From an optimization exercise on the open Yosys and OpenROAD flow, aimed at small area and a short achievable clock period; shortcuts taken in it are not production practice.
Only simulation tests tie the RTL to the original design; equivalence was not proved.
The clock port is modelled as an ideal driver, which makes a skipped or thinned clock tree look cheaper than it is; a real chip needs a root buffer or a tree.
Power and IR drop assume default switching activity.

==> flow/design.v (excerpt) <==
module accel_controller #(
    parameter int SRAM_ADDR_W = 17
) (
    input  logic                                  clk,
    input  logic                                  rst,
    input  logic                                  start,
    input  logic [accel_pkg::cfg_w-1:0]           confi,
    output logic [SRAM_ADDR_W-1:0]                ifmap_sram_addr,
    output logic [SRAM_ADDR_W-1:0]                filter_sram_addr,
    output logic                                  ifmap_sram_ren,
    output logic                                  filter_sram_ren,
    output logic [accel_pkg::ifmap_buf_aw-1:0]    ifmap_buffer_waddr,
    output logic                                  ifmap_buffer_wen,
    output logic [accel_pkg::filter_buf_aw-1:0]   filter_buffer_waddr,
    output logic                                  filter_buffer_wen,
    output logic [accel_pkg::pe_count-1:0][accel_pkg::ifmap_buf_aw-1:0]  ifmap_raddr,
    output logic [accel_pkg::pe_count-1:0]                               ifmap_ren,
    output logic [accel_pkg::pe_count-1:0][accel_pkg::filter_buf_aw-1:0] filter_raddr,
    output logic [accel_pkg::pe_count-1:0]                               filter_ren,
    output logic [accel_pkg::result_sel_w-1:0]    result_sel,
    output logic                                  post_unit_wen
);
Size: roughly 1100 cells after synthesis, about 220 flip-flops, roughly 11000 um2 of cells after synthesis.
==> flow/config.mk <==
export PLATFORM = sky130hd
export DESIGN_NAME = accel_controller
export DESIGN_NICKNAME = accel_controller
export VERILOG_FILES = /design/flow/design.v
export SDC_FILE = /design/flow/constraint.sdc
export NUM_CORES = 4
export LEC_CHECK = 0
export CAP_MARGIN = 20
export CORE_MARGIN = 2
export CORE_UTILIZATION = 65
export CTS_BUF_LIST = sky130_fd_sc_hd__clkbuf_16
export CTS_CLUSTER_DIAMETER = 100
export CTS_CLUSTER_SIZE = 30
export PLACE_DENSITY = 0.75
export SETUP_SLACK_MARGIN = 4.9
export SLEW_MARGIN = 20
==> flow/constraint.sdc <==
create_clock -name core_clock -period 7.5 [get_ports {clk}]
set_input_delay 1.5000 -clock core_clock [delete_from_list [all_inputs] [get_ports {clk}]]
set_output_delay 1.5000 -clock core_clock [all_outputs]
set_load 0.01 [all_outputs]
standard.sh (not shown) runs the stock make flow with config.mk's settings and CLKGATE_MAP_FILE= SYNTH_SCRIPT=/design/flow/synth_recipe.tcl, a recipe that flattens the netlist after the stock synthesis.
==> flow/flow/run.sh <==
#!/bin/bash
set -euo pipefail
export BUFFER_PORTS_ARGS="-buffer_cell sky130_fd_sc_hd__buf_2"
# optional settings for flow/clk_flatten.tcl (CLK_ROOTS, CLK_ROOT_CELL)
if [[ -f flow/env ]]; then set -a; source flow/env; set +a; fi
ARGS=()
if [[ -f flow/make_args ]]; then read -r -a ARGS < flow/make_args; fi
bash standard.sh "${ARGS[@]}" cts > standard_cts.log 2>&1
R=$PWD/orfs/results/sky130hd/accel_controller/base
cp $R/4_cts.odb $R/4_cts_orig.odb
CTS_ODB=$R/4_cts_orig.odb CTS_ODB_OUT=$R/4_cts.odb openroad -no_init -exit flow/clk_flatten.tcl > clk_flatten.log 2>&1
bash standard.sh "${ARGS[@]}" finish > standard_finish.log 2>&1
Other scripts of this flow, unchanged in this note and not shown: flow/flow/clk_flatten.tcl, flow/flow/env
The first run ran to the end with no violations.
==> next run, changes <==
--- a/flow/flow/run.sh
+++ b/flow/flow/run.sh
@@ -3 +3 @@
-export BUFFER_PORTS_ARGS="-buffer_cell sky130_fd_sc_hd__buf_2"
+export BUFFER_PORTS_ARGS="-buffer_cell sky130_fd_sc_hd__buf_1"
Settings changed: SETUP_SLACK_MARGIN 4.9 to 4.8.
What happened: The changed run passed the timing, design-rule and antenna checks. Core utilization falls by 1.1 points. Synthesized area does not change. Design area is lower slightly. Power is lower slightly. Flip-flop and latch count does not change. Die area does not change.


The RTL this note starts from:
==> flow/design.v <==
package accel_pkg;
    localparam int cfg_w = 10;
    localparam int pe_count = 4;
    localparam int window_cols = pe_count + 2;
    localparam int ifmap_buf_depth = 192;
    localparam int filter_buf_depth = 128;
    localparam int ifmap_buf_aw = $clog2(ifmap_buf_depth);
    localparam int filter_buf_aw = $clog2(filter_buf_depth);
    localparam int result_count = 16;
    localparam int result_sel_w = $clog2(result_count);
    localparam int max_ci = ifmap_buf_depth / window_cols;
endpackage
`timescale 1ns/10ps
module accel_controller #(
    parameter int SRAM_ADDR_W = 17
) (
    input  logic                                  clk,
    input  logic                                  rst,
    input  logic                                  start,
    input  logic [accel_pkg::cfg_w-1:0]           confi,
    output logic [SRAM_ADDR_W-1:0]                ifmap_sram_addr,
    output logic [SRAM_ADDR_W-1:0]                filter_sram_addr,
    output logic                                  ifmap_sram_ren,
    output logic                                  filter_sram_ren,
    output logic [accel_pkg::ifmap_buf_aw-1:0]    ifmap_buffer_waddr,
    output logic                                  ifmap_buffer_wen,
    output logic [accel_pkg::filter_buf_aw-1:0]   filter_buffer_waddr,
    output logic                                  filter_buffer_wen,
    output logic [accel_pkg::pe_count-1:0][accel_pkg::ifmap_buf_aw-1:0]  ifmap_raddr,
    output logic [accel_pkg::pe_count-1:0]                               ifmap_ren,
    output logic [accel_pkg::pe_count-1:0][accel_pkg::filter_buf_aw-1:0] filter_raddr,
    output logic [accel_pkg::pe_count-1:0]                               filter_ren,
    output logic [accel_pkg::result_sel_w-1:0]    result_sel,
    output logic                                  post_unit_wen
);
    logic [3:0] cs;          
    logic       r_i, r_f;    
    logic       w_i, w_f;    
    logic [3:0] pen;         
    logic       q;           
    logic       ts_r;        
    logic [7:0]  pc;         
    logic        nc0;        
    logic [9:0]  h_r;
    logic [11:0] wr;         
    logic [5:0]  ci_r;
    logic [6:0]  e_c;        
    logic [7:0]  cc;         
    logic [9:0]  rr;         
    logic [7:0]  gg;         
    logic        cl_r, rl_r;
    logic        ds_r;       
    logic [16:0] hw5;        
    logic [16:0] a_r;        
    logic [2:0]  ik;
    logic        k5;
    logic        xs_r, xf_r;    
    logic [4:0]  ich;
    logic [14:0] f_r;        
    logic        fe_r;
    logic [5:0]  y0h, y1h, y2h, y3h;
    logic [3:0]  x1h, x2h, x3h;
    logic [9:0] w_r;
    logic busy, accept, ds, pc_clr, iend, gl;
    logic [4:0] cim1;
    assign w_r = wr[9:0];
    assign busy = r_i | w_i | (|pen) | q;
    assign accept = start && (cs == 4'd0) && !busy;
    assign cim1 = 5'(ci_r - 6'd1);
    assign ds = pen[3] && !pen[2];
    assign pc_clr = (r_i ^ w_i) || ds_r;
    assign iend = k5 && (ich == 5'd0);
    assign gl = cl_r && rl_r;
    always_ff @(posedge clk or posedge rst)
    begin
        if (rst)
        begin
            cs <= 4'd0;
            r_i <= 1'b0;
            r_f <= 1'b0;
            w_i <= 1'b0;
            w_f <= 1'b0;
            pen <= 4'd0;
            q <= 1'b0;
            ts_r <= 1'b0;
            xs_r <= 1'b0;
            xf_r <= 1'b0;
        end
        else
        begin
            if (cs == 4'd0)
                cs <= {3'd0, accept};
            else if (cs == 4'd8)
                cs <= 4'd0;
            else
                cs <= cs + 4'd1;
            xs_r <= xs_n;
            xf_r <= xf_n;
            ts_r <= (cs == 4'd3) || (q && (pc[3:0] == 4'd14) && (gg != 8'd0));
            if (ts_r)
                r_i <= 1'b1;
            else if (iend)
                r_i <= 1'b0;
            if (ts_r)
                r_f <= 1'b1;
            else if (fe_r)
                r_f <= 1'b0;
            w_i <= r_i;
            w_f <= r_f;
            if (w_i && !r_i)
                pen[0] <= 1'b1;
            else if (pc[4:0] == cim1)
                pen[0] <= 1'b0;
            pen[3:1] <= pen[2:0];
            if (ds)
                q <= 1'b1;
            else if (pc[3:0] == 4'd15)
                q <= 1'b0;
        end
    end
    logic [11:0] bd_r;       
    logic        bn_r;       
    logic        bf_r, be_r;   
    logic [11:0] bmag;
    logic        bo, bt;
    logic [16:0] badd;
    logic [17:0] bsum;
    logic [14:0] bacc;
    logic        x2, x1, x0;
    assign x2 = (cs == 4'd2) ? 1'b0 : wr[9];
    assign x1 = (cs == 4'd2) ? 1'b0 : wr[8];
    assign x0 = (cs == 4'd2) ? confi[9] : wr[7];
    assign bo = x1 ^ x0;
    assign bt = (x2 && !x1 && !x0) || (!x2 && x1 && x0);
    assign bmag = bo ? {2'd0, h_r} : (bt ? {1'd0, h_r, 1'b0} : 12'd0);
    assign badd = {{5{bn_r}}, bd_r};
    assign bacc = bf_r ? 15'd31 : hw5[14:0];
    assign bsum = {bacc, 1'b1, be_r, 1'b1} + {badd, bn_r};
    always_ff @(posedge clk)
    begin
        if (cs == 4'd1)
            h_r <= confi;
        if (cs == 4'd2)
            wr <= {2'b00, confi};
        else if (cs >= 4'd3 && cs <= 4'd8)
            wr <= {wr[9:0], wr[11:10]};
        bd_r <= x2 ? ~bmag : bmag;
        bf_r <= (cs == 4'd2);
        be_r <= (cs != 4'd6);
        bn_r <= x2;
        if (cs == 4'd3)
            ci_r <= confi[5:0];
        if (cs >= 4'd3 && cs <= 4'd8)
            hw5 <= bsum[17:1];
    end
    always_ff @(posedge clk)
    begin
        ds_r <= pen[2] && !pen[1];
        if (cs == 4'd3)
            cl_r <= (w_r[9:2] == {6'd0, ~w_r[1], w_r[1]});
        else if (cs < 4'd4 || cs > 4'd8)
            cl_r <= (cc == {6'd0, ~w_r[1], w_r[1]});
        rl_r <= (rr == 10'd1);
        if (cs == 4'd3 || (ds_r && cl_r))
            cc <= w_r[9:2];
        else if (ds_r)
            cc <= cc - 8'd1;
        if (cs == 4'd2 || (ds_r && cl_r && rl_r))
            rr <= h_r;
        else if (ds_r && cl_r)
            rr <= rr - 10'd1;
        if (cs == 4'd4)
            gg <= confi[9:2];
        else if (ds_r && cl_r && rl_r)
            gg <= gg - 8'd1;
    end
    logic [16:0] asum;
    logic [7:0]  astep;      
    logic        xn_r;       
    logic        k5_n, fil_n, xs_n, xf_n;
    logic [7:0]  dm;
    assign fil_n = ts_r || (r_i && !iend);
    assign k5_n = !ts_r && !k5 && (ik == 3'd4) && fil_n;
    assign xs_n = (r_i && iend) || (xs_r && (ich != 5'd0));
    assign xf_n = xs_r && (ich == 5'd0);
    assign dm = 8'((cl_r ? 8'(4'd6 + {~w_r[1], w_r[0]}) : 8'd4) - {ci_r, 2'b00});
    assign asum = a_r + {(k5 ? hw5[16:8] : (xs_r ? ~hw5[16:8] : {9{xn_r}})), astep};
    always_ff @(posedge clk)
    begin
        if (k5_n)
            astep <= hw5[7:0];
        else if (xs_n)
            astep <= ~hw5[7:0];
        else if (xf_n)
            astep <= dm;
        else
            astep <= {7'd0, fil_n};
        xn_r <= xf_n && dm[7];
        a_r <= (cs == 4'd1 || (xf_r && gl)) ? 17'd0 : asum;
        ik <= (ts_r || k5) ? 3'd0 : ik + 3'd1;
        k5 <= k5_n;
        ich <= (ts_r || (r_i && iend)) ? cim1 : ich - {4'd0, k5 | xs_r};
    end
    logic [14:0] fsum;
    logic        sd_n, fe_n, fph_n;
    logic [7:0]  fa_r;       
    assign e_c = 7'(7'd1 - 7'(3 * ci_r));
    assign sd_n = r_f && w_i && (pc[1:0] == 2'd1);
    assign fe_n = sd_n && (pc[6:2] == cim1);
    assign fph_n = ts_r || (r_f && !fe_r);
    assign fsum = f_r + {{8{fa_r[7]}}, fa_r[6:0]};
    always_ff @(posedge clk)
    begin
        fe_r <= fe_n;
        if (fe_n)
            fa_r <= gl ? 8'd1 : {1'b1, e_c};
        else if (fe_r)
            fa_r <= gl ? 8'd0 : 8'(-{2'd0, ci_r});
        else if (fph_n)
            fa_r <= sd_n ? {1'b1, e_c} : {2'd0, ci_r};
        else
            fa_r <= 8'd0;
        f_r <= (cs == 4'd1) ? 15'd0 : fsum;
    end
    always_ff @(posedge clk)
    begin
        pc <= pc_clr ? 8'd0 : pc + 8'd1;
        nc0 <= pc_clr ? 1'b1 : pc[0];
        y0h <= pc_clr ? 6'd0 : 6'(({y0h, pc[0]} + 7'd3) >> 1);
        y1h <= y0h;
        y2h <= y1h + {5'd0, nc0};
        y3h <= y2h;
        x1h <= pc[4:1];
        x2h <= x1h;
        x3h <= x2h;
    end
    assign ifmap_sram_ren = r_i;
    assign filter_sram_ren = r_f;
    assign ifmap_buffer_wen = w_i;
    assign filter_buffer_wen = w_f;
    assign ifmap_sram_addr = a_r;
    assign filter_sram_addr = {2'b00, f_r};
    assign ifmap_buffer_waddr = pc;
    assign filter_buffer_waddr = pc[6:0];
    assign result_sel = pc[3:0];
    assign post_unit_wen = q;
    assign ifmap_ren = pen;
    assign filter_ren = pen;
    assign filter_raddr[0] = {pc[4:0], 2'd0};
    assign filter_raddr[1] = {x1h, nc0, 2'd1};
    assign filter_raddr[2] = {x2h, pc[0], 2'd2};
    assign filter_raddr[3] = {x3h, nc0, 2'd3};
    assign ifmap_raddr[0] = {y0h, pc[0], 1'b0};
    assign ifmap_raddr[1] = {y1h, nc0, 1'b1};
    assign ifmap_raddr[2] = {y2h, nc0, 1'b0};
    assign ifmap_raddr[3] = {y3h, pc[0], 1'b1};
endmodule
==> flow/config.mk <==
export PLATFORM = sky130hd
export DESIGN_NAME = accel_controller
export DESIGN_NICKNAME = accel_controller
export VERILOG_FILES = /design/flow/design.v
export SDC_FILE = /design/flow/constraint.sdc
export NUM_CORES = 4
export LEC_CHECK = 0
export CAP_MARGIN = 20
export CORE_MARGIN = 2
export CORE_UTILIZATION = 75
export CTS_BUF_LIST = sky130_fd_sc_hd__clkbuf_16
export CTS_CLUSTER_DIAMETER = 100
export CTS_CLUSTER_SIZE = 30
export PLACE_DENSITY = 0.85
export SETUP_SLACK_MARGIN = 5.0
export SLEW_MARGIN = 20
==> flow/constraint.sdc <==
create_clock -name core_clock -period 7.5 [get_ports {clk}]
set_input_delay 1.5000 -clock core_clock [delete_from_list [all_inputs] [get_ports {clk}]]
set_output_delay 1.5000 -clock core_clock [all_outputs]
set_load 0.01 [all_outputs]
==> flow/flow/run.sh <==
#!/bin/bash
set -euo pipefail
export BUFFER_PORTS_ARGS="-buffer_cell sky130_fd_sc_hd__buf_2"
ARGS=()
if [[ -f flow/make_args ]]; then read -r -a ARGS < flow/make_args; fi
bash standard.sh "${ARGS[@]}" cts > standard_cts.log 2>&1
R=$PWD/orfs/results/sky130hd/accel_controller/base
cp $R/4_cts.odb $R/4_cts_orig.odb
CTS_ODB=$R/4_cts_orig.odb CTS_ODB_OUT=$R/4_cts.odb openroad -no_init -exit flow/clk_flatten.tcl > clk_flatten.log 2>&1
bash standard.sh "${ARGS[@]}" finish > standard_finish.log 2>&1
Other scripts of this flow, unchanged in this note and not shown: flow/flow/clk_flatten.tcl
Edit:
--- a/flow/config.mk
+++ b/flow/config.mk
@@ -8,9 +8,9 @@
 export CAP_MARGIN = 20
 export CORE_MARGIN = 2
-export CORE_UTILIZATION = 75
+export CORE_UTILIZATION = 65
 export CTS_BUF_LIST = sky130_fd_sc_hd__clkbuf_16
 export CTS_CLUSTER_DIAMETER = 100
 export CTS_CLUSTER_SIZE = 30
-export PLACE_DENSITY = 0.85
+export PLACE_DENSITY = 0.75
 export SETUP_SLACK_MARGIN = 5.0
 export SLEW_MARGIN = 20
First-iteration DRC count goes down by 29%.
Sequential cell count stays the same.
Worst hold slack gets worse by 0.0088 ns.
Total power grows by about 1%.
Register-to-register slack improved by 0.07 ns.
Worst setup slack is better by 0.028 ns.
Non-clock buffer count rises by 11.
Combinational power came out higher by about 2%.
Edit:
==> flow/flow/run.sh (replaced) <==
#!/bin/bash
set -euo pipefail
export BUFFER_PORTS_ARGS="-buffer_cell sky130_fd_sc_hd__buf_2"
bash standard.sh cts > standard_cts.log 2>&1
R=$PWD/orfs/results/sky130hd/accel_controller/base
cp $R/4_cts.odb $R/4_cts_orig.odb
CTS_ODB=$R/4_cts_orig.odb CTS_ODB_OUT=$R/4_cts.odb openroad -no_init -exit flow/clk_flatten.tcl > clk_flatten.log 2>&1
bash standard.sh finish > standard_finish.log 2>&1
--- a/flow/config.mk
+++ b/flow/config.mk
@@ -8,9 +8,8 @@
 export CAP_MARGIN = 20
 export CORE_MARGIN = 2
-export CORE_UTILIZATION = 65
+export CORE_UTILIZATION = 40
 export CTS_BUF_LIST = sky130_fd_sc_hd__clkbuf_16
-export CTS_CLUSTER_DIAMETER = 100
-export CTS_CLUSTER_SIZE = 30
-export PLACE_DENSITY = 0.75
+export CTS_CLUSTER_DIAMETER = 120
+export CTS_CLUSTER_SIZE = 24
 export SETUP_SLACK_MARGIN = 5.0
 export SLEW_MARGIN = 20
After rerunning: Worst setup slack is better by 0.014 ns; power is about the same; cell count climbs by 8.4%.
Edit:
==> flow/flow/run.sh (replaced) <==
#!/bin/bash
set -euo pipefail
export BUFFER_PORTS_ARGS="-buffer_cell sky130_fd_sc_hd__buf_2"
ARGS=()
if [[ -f flow/make_args ]]; then read -r -a ARGS < flow/make_args; fi
bash standard.sh "${ARGS[@]}" cts > standard_cts.log 2>&1
R=$PWD/orfs/results/sky130hd/accel_controller/base
cp $R/4_cts.odb $R/4_cts_orig.odb
CTS_ODB=$R/4_cts_orig.odb CTS_ODB_OUT=$R/4_cts.odb openroad -no_init -exit flow/clk_flatten.tcl > clk_flatten.log 2>&1
bash standard.sh "${ARGS[@]}" finish > standard_finish.log 2>&1
--- a/flow/config.mk
+++ b/flow/config.mk
@@ -8,8 +8,10 @@
 export CAP_MARGIN = 20
 export CORE_MARGIN = 2
-export CORE_UTILIZATION = 40
+export CORE_UTILIZATION = 65
 export CTS_BUF_LIST = sky130_fd_sc_hd__clkbuf_16
-export CTS_CLUSTER_DIAMETER = 120
-export CTS_CLUSTER_SIZE = 24
-export SETUP_SLACK_MARGIN = 5.0
+export CTS_CLUSTER_DIAMETER = 100
+export CTS_CLUSTER_SIZE = 30
+export PLACE_DENSITY = 0.75
+export SETUP_SLACK_MARGIN = 4.9
 export SLEW_MARGIN = 20
+export TNS_END_PERCENT = 20
Effect: Count of clock-buffer cells in the layout fell by 1; die area fell by 38%; core utilization rose by 26 points.
Edit:
==> flow/flow/run.sh (replaced) <==
#!/bin/bash
set -euo pipefail
export BUFFER_PORTS_ARGS="-buffer_cell sky130_fd_sc_hd__buf_2"
bash standard.sh cts > standard_cts.log 2>&1
R=$PWD/orfs/results/sky130hd/accel_controller/base
cp $R/4_cts.odb $R/4_cts_orig.odb
CTS_ODB=$R/4_cts_orig.odb CTS_ODB_OUT=$R/4_cts.odb openroad -no_init -exit flow/clk_flatten.tcl > clk_flatten.log 2>&1
bash standard.sh finish > standard_finish.log 2>&1
==> flow/config.mk (replaced) <==
export PLATFORM = sky130hd
export DESIGN_NAME = accel_controller
export DESIGN_NICKNAME = accel_controller
export VERILOG_FILES = /design/flow/design.v
export SDC_FILE = /design/flow/constraint.sdc
export NUM_CORES = 4
export LEC_CHECK = 0
export CAP_MARGIN = 20
export CORE_MARGIN = 2
export CORE_UTILIZATION = 40
export CTS_BUF_LIST = sky130_fd_sc_hd__clkbuf_16
export CTS_CLUSTER_DIAMETER = 120
export CTS_CLUSTER_SIZE = 24
export SETUP_SLACK_MARGIN = 4.8
export SLEW_MARGIN = 20
What happened: The changed run finished clean; clock skew shrinks by 0.018 ns; design area grows slightly; critical path depth is higher by 7; cell count went up by a little under a tenth; routed wire length came out higher by a little under a tenth; setup slack gets better by 0.084 ns; die area climbs by well over a third; fmax goes up by a few percent; flip-flop and latch count stays the same; hold slack improved by 0.030 ns; register-to-register slack barely changes.
Edit:
==> flow/flow/run.sh (replaced) <==
#!/bin/bash
set -euo pipefail
export BUFFER_PORTS_ARGS="-buffer_cell sky130_fd_sc_hd__buf_2"
ARGS=()
if [[ -f flow/make_args ]]; then read -r -a ARGS < flow/make_args; fi
bash standard.sh "${ARGS[@]}" cts > standard_cts.log 2>&1
R=$PWD/orfs/results/sky130hd/accel_controller/base
cp $R/4_cts.odb $R/4_cts_orig.odb
CTS_ODB=$R/4_cts_orig.odb CTS_ODB_OUT=$R/4_cts.odb openroad -no_init -exit flow/clk_flatten.tcl > clk_flatten.log 2>&1
bash standard.sh "${ARGS[@]}" finish > standard_finish.log 2>&1
--- a/flow/config.mk
+++ b/flow/config.mk
@@ -8,8 +8,9 @@
 export CAP_MARGIN = 20
 export CORE_MARGIN = 2
-export CORE_UTILIZATION = 40
+export CORE_UTILIZATION = 65
 export CTS_BUF_LIST = sky130_fd_sc_hd__clkbuf_16
-export CTS_CLUSTER_DIAMETER = 120
-export CTS_CLUSTER_SIZE = 24
-export SETUP_SLACK_MARGIN = 4.8
+export CTS_CLUSTER_DIAMETER = 100
+export CTS_CLUSTER_SIZE = 30
+export PLACE_DENSITY = 0.75
+export SETUP_SLACK_MARGIN = 4.9
 export SLEW_MARGIN = 20
Area after synthesis is unchanged.
Fmax is higher by 1.3%.
Via count goes up by 0.72%.
Final cell count is lower by 7.9%.
Wire length shrinks by 6.2%.
Final area falls by 0.84%.
Critical path depth stays the same.
Synthesized cell count stays the same.
Core utilization rises by 28 points.
Total power barely changes.

==> re-timing with driven ports <==
In the flow no input, the clock included, has a driving cell. The finished layouts below were timed again as built, in two steps. Step 1 sets driving cells, clkbuf_16 on the clock port and buf_2 on the other inputs (assumed; they add their load-dependent delay and slew). Step 2, shift: input delay + t, output delay - t, t = (earliest + latest rising clock arrival at the registers) / 2. This alone moves slack from input paths to output paths. Slacks: ideal / step 1 / step 2; pairs: ideal / step 1.
run	t (ns)	slack for setup (ns)	clock arrival spread, ns
the first run of note 1	0.366	5.073 / 4.997 / 5.081	0.044 / 0.044
the second run of note 1	0.377	5.009 / 4.934 / 5.025	0.067 / 0.067
the first run of note 2	0.381	5.011 / 4.989 / 5.011	0.035 / 0.035
the second run of note 2	0.391	5.039 / 4.940 / 5.077	0.052 / 0.052
the third run of note 2	0.391	5.054 / 4.964 / 5.054	0.031 / 0.030
the fourth run of note 2	0.387	4.898 / 4.803 / 4.978	0.048 / 0.048
the fifth run of note 2	0.393	4.982 / 4.913 / 4.982	0.028 / 0.027
the sixth run of note 2	0.388	5.013 / 4.962 / 5.013	0.053 / 0.053
After both steps every run listed still meets setup and hold.
